Background: an optimization exercise with open tools, aiming at small area, a short achievable clock period and few clock cycles per item. Do not read the settings as production practice.
Function was checked by simulation only, so behaviour that the tests miss may differ from the original.

==> flow/design.v <==
module ex_muldiv_unit (
   input  logic        clk,
   input  logic        resetN,
   input  logic        startIn,
   input  logic [2:0]  func3,
   input  logic [31:0] reg1Value,
   input  logic [31:0] reg2Value,
   input  logic [4:0]  rd,
   input  logic        killIn,
   input  logic        stallIn,
   output logic        busyOut,
   output logic        doneOut,
   output logic [31:0] resultOut,
   output logic [4:0]  rdOut
);
   localparam logic [2:0] S_MUL = 3'd0, S_DIV = 3'd1, S_FIX = 3'd2, S_DPREP = 3'd3, S_MOVE = 3'd4;
   logic [2:0]  state;
   logic [2:0]  op;
   logic [32:0] M;       
   logic [33:0] B;       
   logic        sb;      
   logic [63:0] acc;     
   logic [1:0]  adj;     
   logic [4:0]  cnt;     
   logic [5:0]  bsel;    
   logic        negq, negr;
   assign resultOut = acc[31:0];
   function automatic logic [32:0] neg33(input logic [32:0] x);
      neg33[0] = x[0];
      for (int i = 1; i < 33; i++)
         neg33[i] = x[i] ^ (|(x & ((33'd1 << i) - 33'd1)));
   endfunction
   function automatic logic [4:0] tpos(input logic [31:0] x);
      logic [31:0] v;
      logic [4:0]  q [32];
      for (int i = 0; i < 32; i++) begin v[i] = x[i]; q[i] = 5'd0; end
      for (int l = 0; l < 5; l++)
         for (int g = 0; g < (16 >> l); g++) begin
            q[g] = v[2*g+1] ? (q[2*g+1] | 5'(1 << l)) : q[2*g];
            v[g] = v[2*g+1] | v[2*g];
         end
      tpos = q[0];
   endfunction
   function automatic logic [31:0] lowmask(input logic [31:0] x);
      logic [31:0] m;
      m = x;
      for (int k = 1; k < 32; k = k * 2) m = m | (m >> k);
      lowmask = m;
   endfunction
   function automatic logic [16:0] digflags(input logic [32:0] x);
      logic [34:0] w;
      w = {x[32], x, 1'b0};
      digflags = '0;
      for (int i = 1; i < 17; i++)
         digflags[i] = (w[2*i +: 3] != 3'b000) && (w[2*i +: 3] != 3'b111);
   endfunction
   function automatic logic [8:0] toppair(input logic [32:0] x);
      logic [17:0] f;
      logic [8:0]  pf, pm;
      f = {1'b0, digflags(x)};
      f[0] = 1'b1;
      for (int p = 0; p < 9; p++) pf[p] = f[2*p] | f[2*p+1];
      pm = pf;
      for (int k = 1; k < 9; k = k * 2) pm = pm | (pm >> k);
      toppair = pm & ~(pm >> 1);
   endfunction
   function automatic logic [4:0] onehotwin(input logic [32:0] x, input logic [8:0] oh);
      logic [36:0] w;
      w = {{3{x[32]}}, x, 1'b0};
      onehotwin = '0;
      for (int p = 0; p < 9; p++)
         if (oh[p]) onehotwin = onehotwin | w[4*p +: 5];
   endfunction
   function automatic logic [3:0] ohenc(input logic [8:0] oh);
      ohenc = '0;
      for (int p = 0; p < 9; p++)
         if (oh[p]) ohenc = ohenc | 4'(p);
   endfunction
   function automatic logic [4:0] pairwin(input logic [32:0] x, input logic [3:0] p);
      logic [36:0] w;
      w = {{3{x[32]}}, x, 1'b0};
      pairwin = w[{p, 2'b00} +: 5];
   endfunction
   function automatic logic [5:0] bdec(input logic [4:0] w);
      logic [2:0] lo, hi;
      lo = w[2:0];
      hi = w[4:2];
      bdec = {hi[2] & ~(hi[1] & hi[0]), (hi == 3'b011) || (hi == 3'b100), hi[1] ^ hi[0],
              lo[2] & ~(lo[1] & lo[0]), (lo == 3'b011) || (lo == 3'b100), lo[1] ^ lo[0]};
   endfunction
   logic        s1, s2, sgn1, sgn2;
   logic [32:0] a_ext, b_ext, na;
   logic [8:0]  o1, o2;
   logic        swap;
   logic [3:0]  pStart;
   logic [32:0] mLoad, bLoad;
   logic [31:0] aDiv, bDiv;
   logic [4:0]  posA, posB;
   logic        divLt;
   logic        early, bz, ovf;
   logic [31:0] earlyVal;
   always_comb begin
      s1 = (func3 != 3'd3) && (func3 != 3'd5) && (func3 != 3'd7);
      s2 = (func3 == 3'd0) || (func3 == 3'd1) || (func3 == 3'd4) || (func3 == 3'd6);
      sgn1 = s1 & reg1Value[31];
      sgn2 = s2 & reg2Value[31];
      a_ext = {sgn1, reg1Value};
      b_ext = {sgn2, reg2Value};
      na = neg33(a_ext);
      o1 = toppair(a_ext);
      o2 = toppair(b_ext);
      swap = |(lowmask({15'd0, digflags(b_ext)}) & ~lowmask({15'd0, digflags(a_ext)}));
      pStart = swap ? ohenc(o1) : ohenc(o2);
      aDiv  = sgn1 ? {~reg1Value[30:0], 1'b1} : reg1Value;
      bDiv  = sgn2 ? ~reg2Value : reg2Value;
      divLt = |(lowmask(bDiv) & ~lowmask(aDiv));
      posA  = tpos(aDiv);
      posB  = tpos(bDiv);
      if (func3[2]) begin
         mLoad = sgn1 ? na : a_ext;
         bLoad = b_ext;
      end else begin
         mLoad = swap ? b_ext : a_ext;
         bLoad = swap ? a_ext : b_ext;
      end
      bz    = reg2Value == '0;
      ovf   = !func3[0] && reg2Value == '1 && reg1Value == 32'h8000_0000;
      early = func3[2] && (bz || ovf || divLt);
      earlyVal[30:0] = func3[2] ? (func3[1] ? reg1Value[30:0] : {31{bz}}) : 31'd0;
      earlyVal[31]   = func3[2] && (func3[1] ? (reg1Value[31] && !ovf) : (bz || ovf));
   end
   logic        nLo, tLo, oLo, nHi, tHi, oHi;
   logic [34:0] ppLo, ppHi;
   logic [38:0] lowSum;
   logic [26:0] up, upInc, upDec, upNext;
   logic [63:0] mulNext;
   logic [33:0] diff;
   logic        ge;
   logic [31:0] remNext, quoNext;
   logic [32:0] negOut;
   always_comb begin
      {nHi, tHi, oHi, nLo, tLo, oLo} = bsel;
      ppLo    = (({35{tLo}} & {M[32], M, 1'b0}) | ({35{oLo}} & {{2{M[32]}}, M})) ^ {35{nLo}};
      ppHi    = (({35{tHi}} & {M[32], M, 1'b0}) | ({35{oHi}} & {{2{M[32]}}, M})) ^ {35{nHi}};
      lowSum  = {2'b00, acc[32:0], 1'b0, nHi, 1'b0, nLo}
              + {{2{ppHi[34]}}, ppHi, 2'b00} + {{4{ppLo[34]}}, ppLo};
      up      = acc[63:37];
      for (int i = 0; i < 27; i++) begin
         upInc[i] = up[i] ^ (&(up | ~((27'd1 << i) - 27'd1)));
         upDec[i] = up[i] ^ ~(|(up & ((27'd1 << i) - 27'd1)));
      end
      upNext  = (adj == 2'b01) ? upInc : (adj == 2'b11) ? upDec : up;
      mulNext = {upNext[22:0], acc[36:33], lowSum[36:0]};
      diff    = {2'b00, M[31:0]} + B + {33'd0, ~sb};
      ge      = !diff[33];
      remNext = ge ? diff[31:0] : M[31:0];
      quoNext = {acc[30:0], ge};
      negOut  = neg33({1'b0, acc[31:0]});
   end
   always_ff @(posedge clk) begin
      if (!resetN) begin
         busyOut <= 1'b0;
         doneOut <= 1'b0;
      end else if (killIn) begin
         busyOut <= 1'b0;
         doneOut <= 1'b0;
      end else if (!busyOut && !doneOut) begin
         if (startIn) begin
            op    <= func3;
            rdOut <= rd;
            M     <= mLoad;
            B     <= {bLoad[32], bLoad};
            sb    <= sgn2;
            acc   <= {32'd0, earlyVal};
            adj   <= 2'b00;
            negq  <= sgn1 ^ sgn2;
            negr  <= sgn1;
            cnt   <= func3[2] ? posA : {1'b0, pStart};
            bsel  <= func3[2] ? {1'b0, posB} :
                     swap ? bdec(onehotwin(a_ext, o1)) : bdec(onehotwin(b_ext, o2));
            if (early) begin
               doneOut <= 1'b1;
            end else begin
               busyOut <= 1'b1;
               state   <= func3[2] ? S_DPREP : S_MUL;
            end
         end
      end else if (doneOut) begin
         if (!stallIn) doneOut <= 1'b0;
      end else begin
         case (state)
            S_MUL: begin
               acc  <= mulNext;
               adj  <= lowSum[38:37];
               cnt  <= cnt - 5'd1;
               bsel <= bdec(pairwin(B, cnt[3:0] - 4'd1));
               if (cnt == 5'd0) begin
                  if (op[1:0] == 2'd0) begin
                     busyOut <= 1'b0;
                     doneOut <= 1'b1;
                  end else begin
                     state <= S_MOVE;
                  end
               end
            end
            S_DIV: begin
               M[31:0]   <= remNext;
               acc[31:0] <= quoNext;
               B         <= {B[33], B[33:1]};
               cnt       <= cnt - 5'd1;
               if (cnt == 5'd0) begin
                  if (op[1]) acc[31:0] <= remNext;
                  if (op[1] ? negr : negq) begin
                     state <= S_FIX;
                  end else begin
                     busyOut <= 1'b0;
                     doneOut <= 1'b1;
                  end
               end
            end
            S_DPREP: begin
               B     <= (B << (cnt - bsel[4:0])) ^ {34{~sb}};
               cnt   <= cnt - bsel[4:0];
               state <= S_DIV;
            end
            S_MOVE: begin
               busyOut   <= 1'b0;
               doneOut   <= 1'b1;
               acc[31:0] <= {upNext, acc[36:32]};
            end
            default: begin  
               busyOut   <= 1'b0;
               doneOut   <= 1'b1;
               acc[31:0] <= negOut[31:0];
            end
         endcase
      end
   end
endmodule
==> flow/config.mk <==
export PLATFORM = sky130hd
export DESIGN_NAME = ex_muldiv_unit
export DESIGN_NICKNAME = ex_muldiv_unit
export VERILOG_FILES = /design/flow/design.v
export SDC_FILE = /design/flow/constraint.sdc
export NUM_CORES = 4
export LEC_CHECK = 0
export ABC_AREA = 1
export CAP_MARGIN = 20
export CORE_MARGIN = 2
export CORE_UTILIZATION = 40
export GPL_TIMING_DRIVEN = 1
export PLACE_DENSITY = 0.6
export SETUP_SLACK_MARGIN = 1.8
export SLEW_MARGIN = 20
==> flow/constraint.sdc <==
create_clock -name core_clock -period 6.0 [get_ports {clk}]
set_input_delay 1.2000 -clock core_clock [delete_from_list [all_inputs] [get_ports {clk}]]
set_output_delay 1.2000 -clock core_clock [all_outputs]
set_load 0.01 [all_outputs]
run.sh (not shown) runs the stock make flow with config.mk's settings and CLKGATE_MAP_FILE= SYNTH_SCRIPT=/design/flow/synth_recipe.tcl, a recipe that flattens the netlist after the stock synthesis.
The baseline completed with no timing, DRC or antenna violations.
Testbench counts at the start, summed over its fixed seeds: cycles 21,081, items 3,200.
Next try:
- ABC_AREA: 1 -> not set
- SETUP_SLACK_MARGIN: 1.8 -> 1.2
- first-iteration DRC count falls by about a fifth
- die area is lower by a few percent
- count of clock-buffer cells in the layout falls by 1
Next try:
==> flow/flow/run.sh (new file) <==
#!/bin/bash
# The standard layout, with buf_2 cells as the port buffers in place of the
# default pick. Make's full output goes to flow_make.log here; each ORFS step
# keeps its own log under orfs/logs.
set -euo pipefail
bash standard.sh 'BUFFER_PORTS_ARGS=-buffer_cell sky130_fd_sc_hd__buf_2' finish > flow_make.log 2>&1
==> flow/standard.sh (new file) <==
#!/bin/bash
# synth_recipe.tcl (not shown) runs the flow's synth.tcl, then flattens the netlist and writes it again
# the make line also repeats each setting of config.mk as NAME=value (left out here)
make -C /OpenROAD-flow-scripts/flow DESIGN_CONFIG=/design/flow/config.mk WORK_HOME=/design/flow/orfs CLKGATE_MAP_FILE= SYNTH_SCRIPT=/design/flow/synth_recipe.tcl "${@:-finish}"
- SETUP_SLACK_MARGIN: 1.2 -> 1.5
removed: flow/run.sh
Result: Worst setup slack improves by 350 ps; design area falls by 3.5%; via count falls by 1.1%; routed wire length falls by 6.2%; worst hold slack degrades by 22 ps; fmax rises by 7.7%.
Next try:
==> flow/run.sh (new file) <==
#!/bin/bash
# synth_recipe.tcl (not shown) runs the flow's synth.tcl, then flattens the netlist and writes it again
# the make line also repeats each setting of config.mk as NAME=value (left out here)
make -C /OpenROAD-flow-scripts/flow DESIGN_CONFIG=/design/flow/config.mk WORK_HOME=/design/flow/orfs CLKGATE_MAP_FILE= SYNTH_SCRIPT=/design/flow/synth_recipe.tcl finish
- SETUP_SLACK_MARGIN: 1.5 -> 1.8
removed: flow/flow/run.sh
removed: flow/standard.sh
=> The new run completed with no timing, DRC or antenna violations. Die area is unchanged. Utilization increases by 4.6 points. Setup slack improves by 200 ps.

[static timing again, ports no longer ideal]
In the flow no input, the clock included, has a driving cell. The finished layouts below were timed again as built, in two steps.
Step 1, drivers: a clkbuf_16 drives clk and a buf_2 each remaining input, both assumed.
Step 2 moves the port delays by t, midway between the first and last clock arrival at a register: inputs arrive t later, outputs are due t later. That takes back most of the time a late clock gives input paths.
Slacks: ideal ports / drivers / drivers and shift; pairs: ideal ports / drivers.
run	t (ns)	setup slack, ns	worst hold slack (ns)	clock arrival spread, ns	worst slew at a driven data input, ns
the first run	0.544	1.863 / 1.888 / 1.363	0.551 / 0.551 / 0.551	0.015 / 0.015	0.04
the second run	0.558	1.045 / 1.078 / 0.520	0.686 / 0.686 / 0.686	0.021 / 0.020	0.06
the third run	0.544	1.399 / 1.435 / 0.892	0.664 / 0.664 / 0.664	0.025 / 0.025	0.06
the fourth run	0.550	1.599 / 1.599 / 1.264	0.652 / 0.652 / 0.652	0.022 / 0.022	0.05
After both steps every run listed still meets setup and hold. For the second run, which loses most, drivers alone change the setup slack by +0.033 ns; drivers and shift together by -0.525 ns.
